Source: an optimization exercise on an open RTL-to-GDS flow (aim: small area). Production flows keep margins and buffers that such runs may drop.
Only simulation tests tie the RTL to the original design; equivalence was not proved.

pepper:
## hpm_event_counters
module hpm_event_counters
#(
  parameter int NUM_COUNTERS = 8,
  parameter int NUM_EVENTS   = 32,
  parameter int NUM_LANES    = 2,
  parameter int CNT_WIDTH    = 64
) (
  input  logic                            clk_i,
  input  logic                            rstn_i,
  input  logic [11:0]                     addr_i,
  input  logic                            we_i,
  input  logic [63:0]                     data_i,
  output logic [63:0]                     data_o,
  input  logic [NUM_EVENTS*NUM_LANES-1:0] events_i,
  output logic                            ovf_irq_o
);
Size in the first run: roughly 3,400 cells after synthesis, ~210 I/O pins, ~0.028 mm² of cells after synthesis.
Settings: LEC_CHECK=0, ABC_AREA=1, CAP_MARGIN=20, CORE_MARGIN=2, CORE_UTILIZATION=30, PLACE_DENSITY=0.45, SLEW_MARGIN=20; clock period 6.2 ns.
standard.sh (not shown) runs the stock make flow with config.mk's settings and CLKGATE_MAP_FILE= SYNTH_SCRIPT=/design/flow/synth_recipe.tcl, a recipe that flattens the netlist after the stock synthesis.
==> flow/flow/run.sh <==
#!/bin/bash
# Own layout flow: the standard ORFS flow (standard.sh), with these changes.
#  1. Synthesis is the standard flow's synthesis script (synth_recipe.tcl, with ORFS's
#     synth.tcl) except that:
#     - Yosys's extract_fa step is skipped;
#     - the final ABC mapping uses flow/area.abc, an area-oriented script;
#     - the counter bit cells and read bit cells (modules hpm_cbit_even,
#       hpm_cbit_odd, hpm_rbit_even and hpm_rbit_odd, which hold no
#       registers) are kept as modules through synthesis and then replaced
#       by the hand-mapped netlists of the same functions in flow/cells.v,
#       before the design is flattened as synth_recipe.tcl does.
#     Registers are mapped before ABC and untouched by these steps, so their
#     names and cell types are those of the standard synthesis.
#  2. Port buffers are the smallest buffer cell (buffer_ports -buffer_cell).
#  3. Clock tree synthesis uses clkbuf_16, sink clusters of up to 24 (60 um across) and no
#     dummy loads.
# Every tool's output goes to a log file in the work folder (flow_make.log,
# and ORFS's own per-step logs under orfs/logs).
set -euo pipefail
WORK=$PWD
FD=$WORK/flow
export MY_ABC_SCRIPT=$FD/area.abc
CELL_MODS="hpm_cbit_even hpm_cbit_odd hpm_rbit_even hpm_rbit_odd"

# ORFS's synth.tcl with extract_fa skipped and the ABC script replaced.
python3 - "$FLOW_HOME/scripts/synth.tcl" "$WORK/my_synth.tcl" <<'PY'
import sys
s = open(sys.argv[1]).read()
for old, new in [
    ("  log_cmd abc {*}$abc_args\n",
     "  log_cmd abc -script $::env(MY_ABC_SCRIPT) {*}[lrange $abc_args 2 end]\n"),
    ("  extract_fa {*}[dont_use_extract_fa_args]\n", ""),
]:
    assert s.count(old) == 1, "synth.tcl: line not found: " + old
    s = s.replace(old, new)
open(sys.argv[2], "w").write(s)
PY
# The standard flow's synthesis wrapper, sourcing the modified synth.tcl and then
# swapping in the hand-mapped bit cells.
python3 - "$WORK/synth_recipe.tcl" "$WORK/my_synth_recipe.tcl" "$WORK/my_synth.tcl" "$FD/cells.v" "$CELL_MODS" <<'PY'
import sys
s = open(sys.argv[1]).read()
old = "source $::env(SCRIPTS_DIR)/synth.tcl\n"
assert s.count(old) == 1, "synth_recipe.tcl source line not found"
new = "source %s\n" % sys.argv[3]
for m in sys.argv[5].split():
    new += "delete %s\n" % m
new += "read_verilog %s\n" % sys.argv[4]
open(sys.argv[2], "w").write(s.replace(old, new))
PY

bash standard.sh SYNTH_SCRIPT="$WORK/my_synth_recipe.tcl" \
  SYNTH_KEEP_MODULES="$CELL_MODS" \
  BUFFER_PORTS_ARGS="-buffer_cell sky130_fd_sc_hd__buf_1" \
  CTS_ARGS="-sink_clustering_enable -repair_clock_nets -buf_list sky130_fd_sc_hd__clkbuf_16 -sink_clustering_size 24 -sink_clustering_max_diameter 60 -dont_use_dummy_load" \
  "${MY_TARGET:-finish}" > "$WORK/flow_make.log" 2>&1
[ -n "${MY_TARGET:-}" ] || test -f "$WORK/out/final.def"
Other scripts of this flow, unchanged in this note and not shown: flow/flow/area.abc, flow/flow/cells.v
pepper completed end to end with timing, DRC and antenna clean.
Here is what was changed in the inputs of sierra compared with pepper.
Settings: CORE_UTILIZATION: 30 -> 40; PLACE_DENSITY: 0.45 -> unset.
[summary]
- sierra: flow completed, timing, DRC and antenna clean
- Delta(number of buffers created by CTS, sierra - pepper) < 0
- Fraction of final layout cells with drive strength greater than 1 in sierra vs pepper: down 3.9 points
- Total track usage was higher in sierra than in pepper.
- Diff pepper -> sierra | largest net degree at the start of global routing | decrease of 5.6%
- pepper reports its uppermost layer routed as met5 while sierra reports met4.
- Total number of vias across sierra and pepper: no real change.
- Detailed placement HPWL, sierra and pepper: larger value in pepper
- Against pepper, sierra comes in 0.4 points higher on combinational cell fraction of total power.
- sierra vs pepper: count of clock buffers in the final design down by more than 10%
- When sierra is set beside pepper, its count of placed standard cells in the final layout, fillers left out turns out to be 507 smaller.

## separate check: timing with driven ports
How much do the figures lean on ideal ports? The routed layouts below were timed once more, with nothing changed but the port constraints.
Step 1 sets driving cells, clkbuf_16 on the clock port and buf_2 on the other inputs (assumed; they add their load-dependent delay and slew).
Step 2 moves the port delays by t, midway between the first and last clock arrival at a register: inputs arrive t later, outputs are due t later. That takes back most of the time a late clock gives input paths.
Three values: no drivers, after step 1, after step 2; two values: the first two.
| run | shift t [ns] | setup WS [ns] | clock arrival spread, ns |
|---|---|---|---|
| pepper | 0.707 | 0.332 / 0.332 / 0.332 | 0.108 / 0.109 |
| sierra | 0.659 | 0.317 / 0.259 / 0.259 | 0.090 / 0.091 |
After both steps every run listed still meets setup and hold. For sierra, which loses most, drivers alone change the setup slack by -0.058 ns; drivers and shift together by -0.058 ns.
